Source: an optimization exercise on an open RTL-to-GDS flow (aim: small area, a short achievable clock period and few clock cycles per item). Production flows keep margins and buffers that such runs may drop.
In this exercise RTL edits were held to simulation tests only and were not proved equivalent to the original.

<file path="flow/config.mk">
export PLATFORM = sky130hd
export DESIGN_NAME = timer_multiplexer_min_heap_core
export DESIGN_NICKNAME = timer_multiplexer_min_heap_core
export VERILOG_FILES = /design/flow/design.v
export SDC_FILE = /design/flow/constraint.sdc
export NUM_CORES = 4
export LEC_CHECK = 0
export CAP_MARGIN = 20
export CORE_MARGIN = 2
export CORE_UTILIZATION = 40
export SLEW_MARGIN = 20
</file>
<file path="flow/constraint.sdc">
create_clock -name core_clock -period 7.0 [get_ports {clk}]
set_input_delay 1.4000 -clock core_clock [delete_from_list [all_inputs] [get_ports {clk}]]
set_output_delay 1.4000 -clock core_clock [all_outputs]
set_load 0.01 [all_outputs]
</file>
<file path="flow/design.v">
    localparam SLOTS  = 16;
    localparam EW     = 33;      
    localparam logic       OP_ARM    = 1'b0;
    localparam logic       OP_EXPIRE = 1'b1;
    localparam logic [2:0] KIND_FIRE     = 3'd0;
    localparam logic [2:0] KIND_PROGRAM  = 3'd1;
    localparam logic [2:0] KIND_ACCEPTED = 3'd2;
    localparam logic [2:0] KIND_REJECTED = 3'd3;
    localparam logic [2:0] KIND_IDLE     = 3'd4;
module tmmh_front (
    input  logic           clk,
    input  logic           rst_n,
    input  logic           req_valid,
    output logic           req_ready,
    input  logic [40:0]    req_bits,
    output logic           cmd_valid,
    output logic [40:0]    cmd_bits,
    input  logic           cmd_pop
);
    localparam SLOTS  = 16;
    localparam EW     = 33;      
    localparam logic       OP_ARM    = 1'b0;
    localparam logic       OP_EXPIRE = 1'b1;
    localparam logic [2:0] KIND_FIRE     = 3'd0;
    localparam logic [2:0] KIND_PROGRAM  = 3'd1;
    localparam logic [2:0] KIND_ACCEPTED = 3'd2;
    localparam logic [2:0] KIND_REJECTED = 3'd3;
    localparam logic [2:0] KIND_IDLE     = 3'd4;
    logic        valid_reg;
    logic [40:0] bits_reg;
    logic        push;
    assign req_ready = !valid_reg || cmd_pop;
    assign push      = req_valid && req_ready;
    assign cmd_valid = valid_reg;
    assign cmd_bits  = bits_reg;
    always_ff @(posedge clk or negedge rst_n)
    begin
        if (!rst_n)
            valid_reg <= 1'b0;
        else if (push)
            valid_reg <= 1'b1;
        else if (cmd_pop)
            valid_reg <= 1'b0;
    end
    always_ff @(posedge clk)
    begin
        if (push)
            bits_reg <= req_bits;
    end
endmodule
module tmmh_back (
    input  logic           clk,
    input  logic           rst_n,
    input  logic           cmd_valid,
    input  logic [40:0]    cmd_bits,
    output logic           cmd_pop,
    output logic           rsp_valid,
    input  logic           rsp_ready,
    output logic [43:0]    rsp_bits
);
    localparam SLOTS  = 16;
    localparam EW     = 33;      
    localparam logic       OP_ARM    = 1'b0;
    localparam logic       OP_EXPIRE = 1'b1;
    localparam logic [2:0] KIND_FIRE     = 3'd0;
    localparam logic [2:0] KIND_PROGRAM  = 3'd1;
    localparam logic [2:0] KIND_ACCEPTED = 3'd2;
    localparam logic [2:0] KIND_REJECTED = 3'd3;
    localparam logic [2:0] KIND_IDLE     = 3'd4;
    logic          cmd_arm;
    logic [31:0]   cmd_timeout;
    logic [7:0]    cmd_handle;
    assign cmd_arm     = (cmd_bits[40] == OP_ARM);
    assign cmd_timeout = cmd_bits[39:8];
    assign cmd_handle  = cmd_bits[7:0];
    logic [SLOTS-1:0] v_reg, v_next;
    logic [EW-1:0]    se_reg [0:SLOTS-1];
    logic [7:0]       sh_reg [0:SLOTS-1];
    logic [47:0]   now_reg, now_next;
    logic [31:0]   pd_reg, pd_next;
    logic          pop_reg, pop_next;      
    logic          fin_reg, fin_next;      
    logic          rsp_valid_reg, rsp_valid_next;
    logic [43:0]   rsp_reg, rsp_next;
    logic          can_emit, go;
    logic          do_arm, do_rej, exp_first, exp_empty, do_pop, do_fin;
    logic          pop_done;
    logic [48:0]   arm_sum;
    logic          arm_sat;
    logic [EW-1:0] arm_exp;
    logic [31:0]   arm_delay;
    logic [SLOTS-1:0] le;           
    logic          head_eq;
    logic          arm_first;
    logic [48:0]   exp_sum;
    logic          tie;
    logic [EW-1:0] next_diff;
    logic [31:0]   next_delay;
    assign can_emit  = !rsp_valid_reg || rsp_ready;
    assign go        = cmd_valid && can_emit;
    assign arm_sum   = {1'b0, now_reg} + {17'd0, cmd_timeout};
    assign arm_sat   = arm_sum[48];
    assign arm_exp   = arm_sat ? {EW{1'b1}} : arm_sum[EW-1:0];
    assign arm_delay = arm_sat ? ~now_reg[31:0] : cmd_timeout;
    genvar g;
    generate
        for (g = 0; g < SLOTS; g = g + 1)
        begin : g_cmp
            assign le[g] = v_reg[g] &&
                           !(arm_exp[EW-1] ^ se_reg[g][EW-1] ^
                             (arm_exp[EW-2:0] < se_reg[g][EW-2:0]));
        end
    endgenerate
    assign head_eq   = (se_reg[0] == arm_exp);
    assign arm_first = !le[0] || head_eq;
    assign exp_sum    = {1'b0, now_reg} + {17'd0, pd_reg};
    assign tie        = v_reg[1] && (se_reg[1] == se_reg[0]);
    assign next_diff  = se_reg[1] - se_reg[0];
    assign next_delay = next_diff[31:0];
    assign do_arm    = go &&  cmd_arm && !v_reg[SLOTS-1];
    assign do_rej    = go &&  cmd_arm &&  v_reg[SLOTS-1];
    assign exp_first = go && !cmd_arm && !pop_reg && !fin_reg;
    assign exp_empty = exp_first && !v_reg[0];
    assign do_pop    = go && !cmd_arm && !fin_reg && v_reg[0];
    assign do_fin    = go && !cmd_arm && fin_reg;
    assign pop_done  = do_pop && (sh_reg[0] == 8'd0) && !tie;
    assign cmd_pop   = do_arm || do_rej || exp_empty || do_fin || pop_done;
    always_comb
    begin
        now_next       = now_reg;
        pd_next        = pd_reg;
        pop_next       = pop_reg;
        fin_next       = fin_reg;
        rsp_valid_next = rsp_valid_reg && !rsp_ready;
        rsp_next       = rsp_reg;
        if (exp_first)
            now_next = exp_sum[48] ? 48'hFFFF_FFFF_FFFF : exp_sum[47:0];
        if (do_rej)
        begin
            rsp_valid_next = 1'b1;
            rsp_next       = {KIND_REJECTED, 8'd0, 32'd0, 1'b1};
        end
        if (do_arm)
        begin
            rsp_valid_next = 1'b1;
            if (arm_first)
            begin
                pd_next  = arm_delay;
                rsp_next = {KIND_PROGRAM, 8'd0, arm_delay, 1'b1};
            end
            else
                rsp_next = {KIND_ACCEPTED, 8'd0, 32'd0, 1'b1};
        end
        if (exp_empty)
        begin
            rsp_valid_next = 1'b1;
            rsp_next       = {KIND_IDLE, 8'd0, 32'd0, 1'b1};
        end
        if (do_pop)
        begin
            pop_next = tie;
            if (!tie && v_reg[1])
                pd_next = next_delay;
            if (sh_reg[0] != 8'd0)
            begin
                fin_next       = !tie;
                rsp_valid_next = 1'b1;
                rsp_next       = {KIND_FIRE, sh_reg[0], 32'd0, 1'b0};
            end
            else if (!tie)
            begin
                rsp_valid_next = 1'b1;
                if (v_reg[1])
                    rsp_next = {KIND_PROGRAM, 8'd0, next_delay, 1'b1};
                else
                    rsp_next = {KIND_IDLE, 8'd0, 32'd0, 1'b1};
            end
            else
                rsp_valid_next = 1'b0;
        end
        if (do_fin)
        begin
            fin_next       = 1'b0;
            rsp_valid_next = 1'b1;
            if (v_reg[0])
                rsp_next = {KIND_PROGRAM, 8'd0, pd_reg, 1'b1};
            else
                rsp_next = {KIND_IDLE, 8'd0, 32'd0, 1'b1};
        end
    end
    generate
        for (g = 0; g < SLOTS; g = g + 1)
        begin : g_slot
            logic          ins_here, from_below;
            logic          v_up, v_dn;
            logic [EW-1:0] se_up, se_dn;
            logic [7:0]    sh_up, sh_dn;
            if (g == 0)
            begin : g_first
                assign ins_here   = !le[0];
                assign from_below = 1'b0;
                assign v_up       = 1'b0;
                assign se_up      = '0;
                assign sh_up      = '0;
            end
            else
            begin : g_rest
                assign ins_here   = le[g-1] && !le[g];
                assign from_below = !le[g-1];
                assign v_up       = v_reg[g-1];
                assign se_up      = se_reg[g-1];
                assign sh_up      = sh_reg[g-1];
            end
            if (g == SLOTS - 1)
            begin : g_last
                assign v_dn  = 1'b0;
                assign se_dn = se_reg[g];
                assign sh_dn = sh_reg[g];
            end
            else
            begin : g_inner
                assign v_dn  = v_reg[g+1];
                assign se_dn = se_reg[g+1];
                assign sh_dn = sh_reg[g+1];
            end
            always_comb
            begin
                v_next[g] = v_reg[g];
                if (do_arm)
                begin
                    if (ins_here)
                        v_next[g] = 1'b1;
                    else if (from_below)
                        v_next[g] = v_up;
                end
                else if (do_pop)
                    v_next[g] = v_dn;
            end
            always_ff @(posedge clk)
            begin
                if (do_arm)
                begin
                    if (ins_here)
                    begin
                        se_reg[g] <= arm_exp;
                        sh_reg[g] <= cmd_handle;
                    end
                    else if (from_below)
                    begin
                        se_reg[g] <= se_up;
                        sh_reg[g] <= sh_up;
                    end
                end
                else if (do_pop)
                begin
                    se_reg[g] <= se_dn;
                    sh_reg[g] <= sh_dn;
                end
            end
        end
    endgenerate
    assign rsp_valid = rsp_valid_reg;
    assign rsp_bits  = rsp_reg;
    always_ff @(posedge clk or negedge rst_n)
    begin
        if (!rst_n)
        begin
            v_reg         <= '0;
            now_reg       <= '0;
            pd_reg        <= '0;
            pop_reg       <= 1'b0;
            fin_reg       <= 1'b0;
            rsp_valid_reg <= 1'b0;
        end
        else
        begin
            v_reg         <= v_next;
            now_reg       <= now_next;
            pd_reg        <= pd_next;
            pop_reg       <= pop_next;
            fin_reg       <= fin_next;
            rsp_valid_reg <= rsp_valid_next;
        end
    end
    always_ff @(posedge clk)
    begin
        rsp_reg <= rsp_next;
    end
endmodule
module timer_multiplexer_min_heap_core (
    input  logic        clk,
    input  logic        rst_n,
    input  logic        req_valid,
    output logic        req_ready,
    input  logic        req_operation,
    input  logic [31:0] req_timeout,
    input  logic [7:0]  req_callback_handle,
    output logic        rsp_valid,
    input  logic        rsp_ready,
    output logic [2:0]  rsp_kind,
    output logic [7:0]  rsp_fired_handle,
    output logic [31:0] rsp_delay_ms,
    output logic        rsp_last
);
    logic        cmd_valid;
    logic        cmd_pop;
    logic [40:0] cmd;
    logic [40:0] req;
    logic [43:0] rsp;
    assign req = {req_operation, req_timeout, req_callback_handle};
    assign {rsp_kind, rsp_fired_handle, rsp_delay_ms, rsp_last} = rsp;
    tmmh_front u_front (
        .clk       (clk),
        .rst_n     (rst_n),
        .req_valid (req_valid),
        .req_ready (req_ready),
        .req_bits  (req),
        .cmd_valid (cmd_valid),
        .cmd_bits  (cmd),
        .cmd_pop   (cmd_pop)
    );
    tmmh_back u_back (
        .clk       (clk),
        .rst_n     (rst_n),
        .cmd_valid (cmd_valid),
        .cmd_bits  (cmd),
        .cmd_pop   (cmd_pop),
        .rsp_valid (rsp_valid),
        .rsp_ready (rsp_ready),
        .rsp_bits  (rsp)
    );
endmodule
</file>
<file path="flow/run.sh">
#!/bin/bash
# synth_recipe.tcl (not shown) runs the flow's synth.tcl, then flattens the netlist and writes it again
# the make line also repeats each setting of config.mk as NAME=value (left out here)
make -C /OpenROAD-flow-scripts/flow DESIGN_CONFIG=/design/flow/config.mk WORK_HOME=/design/flow/orfs CLKGATE_MAP_FILE= SYNTH_SCRIPT=/design/flow/synth_recipe.tcl finish
</file>
==> results.tsv <==
stage	metric	value	unit
route	ant_nets	0	
synth	synth_fa_ha_area_share	12.6	%
global_route	met1_usage	35.8	%
floorplan	fp.dieArea	151000	um2
route	routed_wl	203000	um
synth	synthSimpleGateAreaFrac	16.1	%
synth	synth_top_family_by_area	compound AO/OA/AOI/OAI gates	
floorplan	core-area	147000	um2
synth	synthMuxAreaShare	1.66	%
place	dp_hpwl	152000	um
synth	syn_area	59300	um2
finish	nNetsFinal	7037	
synth	syn_avg_cell_area	9.32	um2
floorplan	die_h	389	um
sta	slew_violations	0	
worst_setup_path	crit_arrival	7.26	ns
cts	clock_path_buffers	3	
floorplan	rows	141	
synth	yosys_register_bits	841	
cts	cts_htree_levels	3	
global_route	grt_use_total	26.2	%
finish	nFillCells	14100	
worst_setup_path	rrSetupSlack	0.20	ns
global_route	use_met2	42.1	%
synth	yosysTopAreaCell	edfxtp_1	
sta	fmax	0.147	GHz
sta	setup_viol	0	
place	gp_congestion	0.910	
synth	synthDistinctLibCells	99	
synth	yosysTopAreaCellShare	35.3	%
route	avgRoutedWirePerCell	24.1	um
route	drc	0	
synth	synth-main-ff-cell	edfxtp_1	
global_route	grt_pass1_vias	51800	
cts	cts_tree	built	
place	portBuffers	90	
synth	synth_edf_count	697	
sta	rsz0062_at_grt	true	
sta	holdWs	0.496	ns
cts	clock_latency	0.74	ns
global_route	busiest_layer	met2	
worst_setup_path	criticalPathCategory	register to register	
route	first_pass_iters	8	
worst_setup_path	crit_fanout	16	
synth	synthTopCellsByArea	edfxtp_1, ha_1, nand2_1, nand3_1, dfrtp_1	
synth	synthCells	6362	
finish	largest_register_ffs	528	
place	dp.cells	8216	
finish	drive_gt1_share	9.62	%
cts	cts_root_buf	clkbuf_16	
sta	min_period_over_period	97.1	%
synth	synth_compound_area_share	20.8	%
run_status	status	complete, no violations	
run	max_cap_violations	0	
worst_setup_path	cp-start-kind	register	
synth	synth_seq_area_share	41.0	%
global_route	antenna_found_initial	0	
global_route	gr-total-overflow	0	
synth	synth_nets	7002	
synth	synthXorXnorAreaFrac	1.19	%
cts	cts_sinks	841	
sta	hold_violations	0	
worst_setup_path	critPathRequiredTime	7.47	ns
worst_setup_path	end_kind	register	
sta	slew_headroom	27.0	%
global_route	grt_max_degree	190	
finish	areaGrowthSynthToFinish	13.7	%
sta	worstMarginPinSlew	1.09	ns
floorplan	die_x	389	um
finish	final_cell_mix	nand2_1, edfxtp_1, ha_1	
route	viasPerCell	6.20	
sta	fin_crit	6.80	ns
synth	ys_warn_count	4	
cts	clk_pin_slew	0.06	ns
global_route	grt_pass1_wl	311000	um
sta	skew	0.0312	ns
route	first_iter_violations	5271	
finish	fin_cells	8411	
route	vias	52100	
global_route	grt_util_met3	3.44	%
synth	async_flop_share	11.9	%
cts	cts_buffers	98	
floorplan	initial_core_util	40.2	%
finish	final_common_cell	nand2_1	
floorplan	ios	91	
worst_hold_path	hold_path.class	register to register	
[worst paths after layout]
kind,from,cells after the start,end
min,u_back.rsp_reg[5],2,u_back.rsp_reg[5]
min reg2reg,u_back.rsp_reg[5],2,u_back.rsp_reg[5]
max reg2reg,u_back.now_reg[0],25,u_back.sh_reg[7][6]
min in group asynchronous,rst_n,1,u_front.valid_reg
max,u_back.now_reg[0],25,u_back.sh_reg[7][6]
max in group asynchronous,rst_n,2,u_back.now_reg[22]
[repair_timing]
action | CTS | global route
gates cloned | 1 | 0
pin swaps | 1 | 4
resized for setup | 7 | 22
buffers inserted | 3 | 7
setup endpoints to repair | 367 | 856
hold buffers | 0 | 0
[stage by stage]
step                setup WS [ns]  TNS [ns]  utilization [%]  area (um2)
floorplan                  0.0121         0                -       59300
global placement           -0.255    -25.48             43.4       64000
detailed placement         -0.346    -41.27             43.4       64000
CTS                        0.0395         0             45.6       67200
global route              -0.0149   -0.0269             45.7       67400
finish                      0.202         0             45.7       67400
[cells in the mapped netlist, types with 18 or more instances]
cell type and n:
a211oi_1 46, a21o_1 204, a21oi_1 277, a221o_1 54, a221oi_1 23, a22oi_1 19
a31oi_1 70, and2_1 21, and3_1 35, and4_1 25, buf_1 18, buf_2 77
clkbuf_1 343, dfrtp_1 100, dfxtp_1 44, edfxtp_1 697, ha_1 592, inv_1 561
mux2_2 43, mux2i_1 42, nand2_1 908, nand2b_1 24, nand3_1 520, nand4_1 126
nor2_1 219, nor2b_1 24, nor3_1 66, nor4_1 18, o211ai_1 137, o21a_1 38
o21ai_0 202, o221ai_1 28, o22ai_1 18, o311ai_0 251, o311ai_1 136, o311ai_2 19
o31ai_1 23, xnor2_1 46, xor2_1 32
[final cells by class]
cell class	count	area, um2	area share (%)
Clock buffer	120	2620	3.89
Multi-Input combinational cell	4517	31600	46.8
Antenna cell	2	5.00	0.00743
Clock inverter	62	492	0.730
Sequential cell	841	24300	36.1
Tap cell	1930	2410	3.58
Inverter	561	2110	3.14
Timing Repair Buffer	378	3850	5.72
[worst max-delay path: stages (launching register included)]
cell,delay (ns)
dfrtp_1,0.40
ha_1,0.23
fa_1,0.25
a211oi_1,0.10
o311ai_2,0.46
nand4_1,0.36
buf_4,0.26
a21boi_4,0.23
o21ai_4,0.10
buf_12,0.19
buf_4,0.18
nand2_1,0.34
buf_4,0.28
ha_1,0.25
and4_1,0.21
a221oi_1,0.42
buf_4,0.21
o211ai_1,0.10
or4b_2,0.61
o2bb2ai_1,0.15
buf_4,0.16
o211ai_1,0.17
nand2_1,0.18
a21oi_1,0.08
or2_2,0.35
buf_4,0.23
[cells by family (layout without fill, tap and decap cells)]
logic type,after synthesis,in the layout
XOR/XNOR,79,79
AO/OA/AOI/OAI,1681,1681
buffers and inverters,1005,1121
AND/OR/NAND/NOR,2069,2070
multiplexers,92,92
flip-flops,841,841
adder cells (fa/ha/maj),595,595
other,0,2
[routing by layer]
metal / part of all wire, % / wire (um) / vias to the layer above
li1: - / - / 24000
met1: 44 / 88500 / 25800
met2: 46 / 93700 / 1915
met3: 6.4 / 13100 / 342
met4: 3.7 / 7560 / 0
met5: 0 / 0 / -
Testbench counts, summed over its fixed seeds: cycles 6,571, requests 4,800.

## separate check: timing with driven ports
No port has a modelled driver above. Below, the same layout with a new extraction and two added sets of constraints.
Step 1, drivers: a clkbuf_16 drives clk and a buf_2 each remaining input, both assumed.
Step 2, shift: input delay + t, output delay - t, t = (earliest + latest rising clock arrival at the registers) / 2. This alone moves slack from input paths to output paths.
Three values: ideal, step 1, step 2; two values: the first two.
t, ns: 0.800
setup WS [ns]: 0.202 / 0.202 / 0.202
worst setup path at the end: register to register
slew at the worst register clock pin (ns): 0.07 / 0.07
pins driven straight from the clock port: 1
After both steps this run still meets setup and hold. For this run, drivers alone change the setup slack by 0.000 ns; drivers and shift together by 0.000 ns.
